From an optimization exercise on the open Yosys and OpenROAD flow, aimed at small area, a short achievable clock period and few clock cycles per item; shortcuts taken in it are not production practice.
The RTL was checked by simulation tests, not by an equivalence proof against the original design.
No activity file was given, so power comes from the tool's default toggle rates.

==> inputs of xenon <==
==> flow/design.v <==
module dp_seq_core #(
    parameter int                DATA_W = 32,
    parameter int                ADDR_W = 26,
    parameter int                RF_AW  = 5,
    parameter logic [ADDR_W-1:0] PC_RST = 'h1000,
    parameter logic [ADDR_W-1:0] SP_RST = 'h3ffffff,
    parameter int                CTRL_W = 24
) (
    input  logic              clk_i,
    input  logic              rst_ni,
    input  logic              ctrl_valid_i,
    output logic              ctrl_ready_o,
    input  logic [CTRL_W-1:0] ctrl_i,
    output logic              done_o,
    output logic              mem_req_o,
    output logic              mem_we_o,
    input  logic              mem_ack_i,
    output logic [ADDR_W-1:0] addr_o,
    output logic [DATA_W-1:0] data_out_o,
    input  logic [DATA_W-1:0] data_in_i,
    output logic [31:0]       instruction_o,
    output logic              zero_o
);
    localparam int RF_D  = 1 << RF_AW;
    localparam int MUL_K = 8;                  
    localparam int MUL_N = DATA_W / MUL_K;     
    localparam int MC_W  = $clog2(MUL_N + 1);
    localparam int MOPS  = MUL_K + 2;          
    localparam int MQ    = MOPS + 2 * (MOPS - 2);
    logic              busy_q, fin_q, mrdy_q, ackd_q;
    logic [MC_W-1:0]   mcnt_q;
    logic [CTRL_W-1:0] ctrl_q;
    logic [ADDR_W-1:0] pc_q, sp_q, addr_q;
    logic [31:0]       ir_q;
    logic              zero_q;
    logic [DATA_W-1:0] mdat_q, accs_q, accc_q, rs_q, rt_q, opa_q, opb_q;
    logic [DATA_W-1:0] rf_q [1:RF_D-1];
    logic [RF_D-1:1]   rfv_q;
    genvar g;
    logic       c_pc_ld, c_ir_ld, c_rf_we, c_sp_ld;
    logic       c_mem_rd, c_mem_wr, c_ma_sp, c_ma_pc, c_md_rs;
    logic [1:0] c_pc_src, c_wd_src, c_wa_src;
    logic [3:0] c_alu_op;
    assign c_pc_ld   = ctrl_q[0];
    assign c_pc_src  = ctrl_q[2:1];
    assign c_ir_ld   = ctrl_q[3];
    assign c_rf_we   = ctrl_q[4];
    assign c_wd_src  = ctrl_q[6:5];
    assign c_wa_src  = ctrl_q[8:7];
    assign c_sp_ld   = ctrl_q[10];
    assign c_alu_op  = ctrl_q[18:15];
    assign c_mem_rd  = ctrl_q[19];
    assign c_mem_wr  = ctrl_q[20];
    assign c_ma_sp   = ctrl_q[21];
    assign c_ma_pc   = ctrl_q[22];
    assign c_md_rs   = ctrl_q[23];
    logic              accept, req, ack, done, rf_wr, ir_wr, sp_wr;
    logic [RF_AW-1:0]  wa_idx;
    logic [DATA_W-1:0] alu_d, wd_d;
    logic [DATA_W-1:0] imm_sx;
    logic [ADDR_W-1:0] pc1_d, pc_next_d;
    logic              is_mul, mul_fin, mul_last;
    assign req    = mrdy_q && !ackd_q;
    assign ack    = req && mem_ack_i;
    assign done   = fin_q || ack;
    assign accept = ctrl_valid_i && ctrl_ready_o;
    assign ir_wr  = ack && c_ir_ld && c_mem_rd;
    assign rf_wr  = done && c_rf_we && (wa_idx != '0);
    assign sp_wr  = done && c_sp_ld;
    logic [CTRL_W-1:0] ctrl_n;
    logic [31:0]       ir_n;
    logic [RF_AW-1:0]  rs_idx, rt_idx;
    logic [DATA_W-1:0] rs_n, rt_n, opb_n, opb_o;
    logic [ADDR_W-1:0] sp_n;
    logic              fwd_rs, fwd_rt, sub_n;
    assign ctrl_n = accept ? ctrl_i : ctrl_q;
    assign ir_n   = ir_wr ? data_in_i : ir_q;
    assign sp_n   = sp_wr ? alu_d[ADDR_W-1:0] : sp_q;
    assign rs_idx = ctrl_n[9] ? '0 : ir_n[21 +: RF_AW];
    assign rt_idx = ir_n[16 +: RF_AW];
    assign fwd_rs = rf_wr && (wa_idx == rs_idx);
    assign fwd_rt = rf_wr && (wa_idx == rt_idx);
    assign rs_n   = fwd_rs ? wd_d : rs_m[DATA_W] ? rs_m[DATA_W-1:0] : '0;
    assign rt_n   = fwd_rt ? wd_d : rt_m[DATA_W] ? rt_m[DATA_W-1:0] : '0;
    assign sub_n  = (ctrl_n[18:15] == 4'd1) || (ctrl_n[18:15] == 4'd5);
    assign opb_o  = (ctrl_n[14:12] == 3'd1) ? {{(DATA_W-16){ir_n[15]}}, ir_n[15:0]} :
                    (ctrl_n[14:12] == 3'd2) ? DATA_W'(ir_n[15:0]) :
                    (ctrl_n[14:12] == 3'd3) ? DATA_W'(ir_n[10:6]) :
                    (ctrl_n[14:12] == 3'd4) ? DATA_W'(1) : '0;
    assign opb_n  = ((ctrl_n[14:12] == 3'd0) ? rt_n : opb_o) ^ {DATA_W{sub_n}};
    logic [DATA_W:0] rf_m [RF_D];
    logic [DATA_W:0] rs_l1 [8], rt_l1 [8], rs_l2 [2], rt_l2 [2], rs_m, rt_m;
    assign rf_m[0] = '0;
    generate
        for (g = 1; g < RF_D; g++) begin : g_rfm
            assign rf_m[g] = {rfv_q[g], rf_q[g]};
        end
        for (g = 0; g < 8; g++) begin : g_l1
            assign rs_l1[g] = mux4(rf_m[4*g], rf_m[4*g+1], rf_m[4*g+2], rf_m[4*g+3], rs_idx[1:0]);
            assign rt_l1[g] = mux4(rf_m[4*g], rf_m[4*g+1], rf_m[4*g+2], rf_m[4*g+3], rt_idx[1:0]);
        end
        for (g = 0; g < 2; g++) begin : g_l2
            assign rs_l2[g] = mux4(rs_l1[4*g], rs_l1[4*g+1], rs_l1[4*g+2], rs_l1[4*g+3], rs_idx[3:2]);
            assign rt_l2[g] = mux4(rt_l1[4*g], rt_l1[4*g+1], rt_l1[4*g+2], rt_l1[4*g+3], rt_idx[3:2]);
        end
    endgenerate
    function automatic logic [DATA_W:0] mux4(input logic [DATA_W:0] a0, input logic [DATA_W:0] a1,
                                             input logic [DATA_W:0] a2, input logic [DATA_W:0] a3,
                                             input logic [1:0] s);
        mux4 = s[1] ? (s[0] ? a3 : a2) : (s[0] ? a1 : a0);
    endfunction
    assign rs_m = rs_idx[4] ? rs_l2[1] : rs_l2[0];
    assign rt_m = rt_idx[4] ? rt_l2[1] : rt_l2[0];
    assign imm_sx = {{(DATA_W-16){ir_q[15]}}, ir_q[15:0]};
    logic [MUL_K-1:0]  mchunk;
    logic [DATA_W-1:0] mq [MQ];
    assign is_mul   = (c_alu_op == 4'd8);
    assign mul_fin  = (mcnt_q == MC_W'(MUL_N));
    assign mul_last = busy_q && is_mul && (mcnt_q == MC_W'(MUL_N - 1));
    assign mchunk   = opb_q[(MUL_N-1-32'(mcnt_q))*MUL_K +: MUL_K];
    assign mq[0]    = (mcnt_q == '0) ? '0 : (accs_q << MUL_K);
    assign mq[1]    = (mcnt_q == '0) ? '0 : (accc_q << MUL_K);
    generate
        for (g = 0; g < MUL_K; g++) begin : g_pp
            assign mq[2+g] = mchunk[g] ? (opa_q << g) : '0;
        end
        for (g = 0; g < MOPS - 2; g++) begin : g_csa
            assign mq[MOPS+2*g]   = mq[3*g] ^ mq[3*g+1] ^ mq[3*g+2];
            assign mq[MOPS+2*g+1] = ((mq[3*g] & mq[3*g+1]) | (mq[3*g] & mq[3*g+2]) |
                                     (mq[3*g+1] & mq[3*g+2])) << 1;
        end
    endgenerate
    logic              sub;
    logic [DATA_W-1:0] sum_d, sh_in, sh_out;
    logic              slt_d;
    assign sub   = (c_alu_op == 4'd1) || (c_alu_op == 4'd5);
    assign sum_d = opa_q + opb_q + DATA_W'(sub);
    assign slt_d = (opa_q[DATA_W-1] ^ ~opb_q[DATA_W-1]) ? opa_q[DATA_W-1] : sum_d[DATA_W-1];
    function automatic logic [DATA_W-1:0] rev(input logic [DATA_W-1:0] x);
        logic [DATA_W-1:0] r;
        for (int i = 0; i < DATA_W; i++) r[i] = x[DATA_W-1-i];
        rev = r;
    endfunction
    assign sh_in  = c_alu_op[0] ? rev(opa_q) : opa_q;
    assign sh_out = sh_in << opb_q[4:0];
    assign alu_d = (c_alu_op == 4'd0 || c_alu_op == 4'd1 || c_alu_op == 4'd8) ? sum_d :
                   (c_alu_op == 4'd2) ? (opa_q & opb_q) :
                   (c_alu_op == 4'd3) ? (opa_q | opb_q) :
                   (c_alu_op == 4'd4) ? ~(opa_q | opb_q) :
                   (c_alu_op == 4'd5) ? DATA_W'(slt_d) :
                   (c_alu_op == 4'd6) ? sh_out :
                   (c_alu_op == 4'd7) ? rev(sh_out) : '0;
    assign pc1_d     = pc_q + ADDR_W'(1);
    assign pc_next_d = (c_pc_src == 2'd0) ? pc1_d :
                       (c_pc_src == 2'd1) ? pc1_d + imm_sx[ADDR_W-1:0] :
                       (c_pc_src == 2'd2) ? rs_q[ADDR_W-1:0] : ir_q[25:0];
    assign wd_d   = (c_wd_src == 2'd0) ? alu_d :
                    (c_wd_src == 2'd1) ? (fin_q ? mdat_q : data_in_i) :
                    (c_wd_src == 2'd2) ? DATA_W'({ir_q[15:0], 16'h0000}) : DATA_W'(pc1_d);
    assign wa_idx = (c_wa_src == 2'd0) ? ir_q[11 +: RF_AW] :
                    (c_wa_src == 2'd1) ? ir_q[16 +: RF_AW] :
                    (c_wa_src == 2'd2) ? RF_AW'(31) : '0;
    logic a_mem, a_mul, a_ma_alu, ma_alu;
    assign a_mem    = ctrl_i[19] | ctrl_i[20];
    assign a_mul    = (ctrl_i[18:15] == 4'd8);
    assign a_ma_alu = !ctrl_i[22] && !(ctrl_i[21] && !ctrl_i[10]);
    assign ma_alu   = !c_ma_pc && !(c_ma_sp && !c_sp_ld);
    always_ff @(posedge clk_i or negedge rst_ni) begin
        if (!rst_ni) begin
            busy_q  <= 1'b0;
            fin_q   <= 1'b0;
            mrdy_q  <= 1'b0;
            ackd_q  <= 1'b0;
            mcnt_q  <= '0;
            pc_q    <= PC_RST;
            sp_q    <= SP_RST;
            ir_q    <= '0;
            zero_q  <= 1'b0;
            mdat_q  <= '0;
            rfv_q   <= '0;
        end else begin
            ackd_q <= ack;
            if (accept) begin
                busy_q <= 1'b1;
                fin_q  <= !a_mem && !a_mul;
                mrdy_q <= a_mem && !a_mul && !a_ma_alu;
                mcnt_q <= '0;
            end else if (done) begin
                busy_q <= 1'b0;
                fin_q  <= 1'b0;
                mrdy_q <= 1'b0;
            end else if (busy_q) begin
                if (is_mul && !mul_fin) mcnt_q <= mcnt_q + MC_W'(1);
                if (mul_last && !c_mem_rd && !c_mem_wr) fin_q <= 1'b1;
                if ((c_mem_rd || c_mem_wr) && (!is_mul || mul_fin)) mrdy_q <= 1'b1;
            end
            if (ack) mdat_q <= data_in_i;
            if (done) begin
                if (c_pc_ld) pc_q <= pc_next_d;
                if (sp_wr) sp_q <= alu_d[ADDR_W-1:0];
                if (rf_wr) rfv_q[wa_idx] <= 1'b1;
                if (ir_wr) ir_q <= data_in_i;
                if ((c_rf_we && (c_wd_src == 2'd0)) || c_sp_ld) zero_q <= (alu_d == '0);
            end
        end
    end
    always_ff @(posedge clk_i) begin
        if (accept) ctrl_q <= ctrl_i;
        if (!mul_fin) begin
            accs_q <= mq[MQ-2];
            accc_q <= mq[MQ-1];
        end
        if (rf_wr) rf_q[wa_idx] <= wd_d;
        rs_q <= rs_n;
        rt_q <= rt_n;
        if (busy_q && is_mul && !done && (mul_fin || mul_last)) begin
            if (mul_last) begin
                opa_q <= mq[MQ-2];
                opb_q <= mq[MQ-1];
            end
        end else begin
            opa_q <= ctrl_n[11] ? DATA_W'(sp_n) : rs_n;
            opb_q <= opb_n;
        end
        addr_q <= alu_d[ADDR_W-1:0];
    end
    assign ctrl_ready_o  = !busy_q || done;
    assign done_o        = done;
    assign mem_req_o     = req;
    assign mem_we_o      = c_mem_wr;
    assign addr_o        = c_ma_pc ? pc_q : ma_alu ? addr_q : sp_q;
    assign data_out_o    = c_md_rs ? rs_q : rt_q;
    assign instruction_o = ir_q;
    assign zero_o        = zero_q;
endmodule
==> flow/run.sh <==
#!/bin/bash
# synth_recipe.tcl (not shown) runs the flow's synth.tcl, then flattens the netlist and writes it again
# the make line also repeats each setting of config.mk as NAME=value (left out here)
make -C /OpenROAD-flow-scripts/flow DESIGN_CONFIG=/design/flow/config.mk WORK_HOME=/design/flow/orfs CLKGATE_MAP_FILE= SYNTH_SCRIPT=/design/flow/synth_recipe.tcl finish
==> flow/config.mk <==
export PLATFORM = sky130hd
export DESIGN_NAME = dp_seq_core
export DESIGN_NICKNAME = dp_seq_core
export VERILOG_FILES = /design/flow/design.v
export SDC_FILE = /design/flow/constraint.sdc
export NUM_CORES = 4
export LEC_CHECK = 0
export CAP_MARGIN = 20
export CORE_MARGIN = 2
export CORE_UTILIZATION = 40
export SLEW_MARGIN = 20
==> flow/constraint.sdc <==
create_clock -name core_clock -period 6.5 [get_ports {clk_i}]
set_input_delay 1.3000 -clock core_clock [delete_from_list [all_inputs] [get_ports {clk_i}]]
set_output_delay 1.3000 -clock core_clock [all_outputs]
set_load 0.01 [all_outputs]
==> inputs of juniper, as changes to xenon <==
--- a/flow/design.v
+++ b/flow/design.v
@@ -34,6 +34,7 @@
     logic [31:0]       ir_q;
     logic              zero_q;
     logic [DATA_W-1:0] mdat_q, accs_q, accc_q, rs_q, rt_q, opa_q, opb_q;
+    logic [MUL_K-1:0]  mchunk_q;
     logic [DATA_W-1:0] rf_q [1:RF_D-1];
     logic [RF_D-1:1]   rfv_q;
     genvar g;
@@ -76,11 +77,11 @@
     assign ctrl_n = accept ? ctrl_i : ctrl_q;
     assign ir_n   = ir_wr ? data_in_i : ir_q;
     assign sp_n   = sp_wr ? alu_d[ADDR_W-1:0] : sp_q;
-    assign rs_idx = ctrl_n[9] ? '0 : ir_n[21 +: RF_AW];
+    assign rs_idx = ir_n[21 +: RF_AW];
     assign rt_idx = ir_n[16 +: RF_AW];
     assign fwd_rs = rf_wr && (wa_idx == rs_idx);
     assign fwd_rt = rf_wr && (wa_idx == rt_idx);
-    assign rs_n   = fwd_rs ? wd_d : rs_m[DATA_W] ? rs_m[DATA_W-1:0] : '0;
+    assign rs_n   = ctrl_n[9] ? '0 : fwd_rs ? wd_d : rs_m[DATA_W] ? rs_m[DATA_W-1:0] : '0;
     assign rt_n   = fwd_rt ? wd_d : rt_m[DATA_W] ? rt_m[DATA_W-1:0] : '0;
     assign sub_n  = (ctrl_n[18:15] == 4'd1) || (ctrl_n[18:15] == 4'd5);
     assign opb_o  = (ctrl_n[14:12] == 3'd1) ? {{(DATA_W-16){ir_n[15]}}, ir_n[15:0]} :
@@ -112,17 +113,15 @@
     assign rs_m = rs_idx[4] ? rs_l2[1] : rs_l2[0];
     assign rt_m = rt_idx[4] ? rt_l2[1] : rt_l2[0];
     assign imm_sx = {{(DATA_W-16){ir_q[15]}}, ir_q[15:0]};
-    logic [MUL_K-1:0]  mchunk;
     logic [DATA_W-1:0] mq [MQ];
     assign is_mul   = (c_alu_op == 4'd8);
     assign mul_fin  = (mcnt_q == MC_W'(MUL_N));
     assign mul_last = busy_q && is_mul && (mcnt_q == MC_W'(MUL_N - 1));
-    assign mchunk   = opb_q[(MUL_N-1-32'(mcnt_q))*MUL_K +: MUL_K];
     assign mq[0]    = (mcnt_q == '0) ? '0 : (accs_q << MUL_K);
     assign mq[1]    = (mcnt_q == '0) ? '0 : (accc_q << MUL_K);
     generate
         for (g = 0; g < MUL_K; g++) begin : g_pp
-            assign mq[2+g] = mchunk[g] ? (opa_q << g) : '0;
+            assign mq[2+g] = mchunk_q[g] ? (opa_q << g) : '0;
         end
         for (g = 0; g < MOPS - 2; g++) begin : g_csa
             assign mq[MOPS+2*g]   = mq[3*g] ^ mq[3*g+1] ^ mq[3*g+2];
@@ -131,7 +130,7 @@
         end
     endgenerate
     logic              sub;
-    logic [DATA_W-1:0] sum_d, sh_in, sh_out;
+    logic [DATA_W-1:0] sum_d, sh_out;
     logic              slt_d;
     assign sub   = (c_alu_op == 4'd1) || (c_alu_op == 4'd5);
     assign sum_d = opa_q + opb_q + DATA_W'(sub);
@@ -141,8 +140,7 @@
         for (int i = 0; i < DATA_W; i++) r[i] = x[DATA_W-1-i];
         rev = r;
     endfunction
-    assign sh_in  = c_alu_op[0] ? rev(opa_q) : opa_q;
-    assign sh_out = sh_in << opb_q[4:0];
+    assign sh_out = opa_q << opb_q[4:0];
     assign alu_d = (c_alu_op == 4'd0 || c_alu_op == 4'd1 || c_alu_op == 4'd8) ? sum_d :
                    (c_alu_op == 4'd2) ? (opa_q & opb_q) :
                    (c_alu_op == 4'd3) ? (opa_q | opb_q) :
@@ -206,10 +204,8 @@
     end
     always_ff @(posedge clk_i) begin
         if (accept) ctrl_q <= ctrl_i;
-        if (!mul_fin) begin
-            accs_q <= mq[MQ-2];
-            accc_q <= mq[MQ-1];
-        end
+        accs_q <= mq[MQ-2];
+        accc_q <= mq[MQ-1];
         if (rf_wr) rf_q[wa_idx] <= wd_d;
         rs_q <= rs_n;
         rt_q <= rt_n;
@@ -219,9 +215,14 @@
                 opb_q <= mq[MQ-1];
             end
         end else begin
-            opa_q <= ctrl_n[11] ? DATA_W'(sp_n) : rs_n;
+            opa_q <= (ctrl_n[18:15] == 4'd7) ? rev(ctrl_n[11] ? DATA_W'(sp_n) : rs_n) :
+                                               (ctrl_n[11] ? DATA_W'(sp_n) : rs_n);
             opb_q <= opb_n;
         end
+        if (busy_q && is_mul && !done)
+            mchunk_q <= (mcnt_q >= MC_W'(MUL_N - 1)) ? '0 : opb_q[(MUL_N-2-32'(mcnt_q))*MUL_K +: MUL_K];
+        else
+            mchunk_q <= opb_n[DATA_W-1 -: MUL_K];
         addr_q <= alu_d[ADDR_W-1:0];
     end
     assign ctrl_ready_o  = !busy_q || done;
Settings changed: SETUP_SLACK_MARGIN from default to 2.0.
==> comparison table <==
| item | xenon | juniper |
|---|---|---|
| Startpoint of the worst register-to-register path | opa_q[2]$_DFFE_PP_ | opb_q[22]$_DFFE_PP_ |
| Total power divided by cell area | 577.7 nW/um2 | 593.0 nW/um2 |
| Post-CTS setup repair buffer count | 0 | 107 |
| Part of the power in combinational logic | 60.5% | 62.3% |
| Clock sink count | 1370 | 1378 |
| Sequential fraction of design power | 23.8% | 21.9% |
| Sum of met2 wire segment lengths after detailed routing | 177400 um | 173000 um |
| Area fraction in and, or, nand and nor cells after synthesis | 16.69% | 15.63% |
| Run status | no timing/DRC/antenna violations | failed layout checks |
| Layout check failures | - | max-capacitance violations, max-slew violations |
| Post-DP HPWL | 282300 um | 276300 um |
| Die width | 458.3 um | 453.5 um |
| Placed Instances | 10880 | 10620 |
| Number of logic stages on the critical path including buffering | 22 | 17 |
| Area of the core | 205000 um2 | 200300 um2 |
| Met1 GRT Util | 45.76% | 49.06% |
Testbench counts of xenon, summed over its fixed seeds: cycles 10,284, items 4,800.
Testbench counts of juniper, summed over its fixed seeds: cycles 10,284, items 4,800.

[separate check: timing with driven ports]
In the flow no input, the clock included, has a driving cell. The finished layouts below were timed again as built, in two steps.
Step 1: set_driving_cell puts a clkbuf_16 on clk_i and a buf_2 on each other input, an assumption about the parent block.
Step 2, shift: input delay + t, output delay - t, t = (earliest + latest rising clock arrival at the registers) / 2. This alone moves slack from input paths to output paths.
Slacks: ideal ports / drivers / drivers and shift; pairs: ideal ports / drivers.
| run | shift t [ns] | setup WS [ns] | hold slack, ns | worst data-port slew with drivers (ns) | pins driven straight from the clock port |
|---|---|---|---|---|---|
| xenon | 0.918 | 0.350 / 0.350 / -0.079 | 0.475 / 0.475 / 0.475 | 0.24 | 1 |
| juniper | 0.912 | 1.774 / 1.839 / 0.927 | 0.399 / 0.356 / 0.474 | 0.10 | 1 |
With both steps, setup timing fails in xenon, where it was met with ideal ports. The setup slack of juniper, which loses most, moves by +0.065 ns with the drivers and by -0.847 ns with both steps.
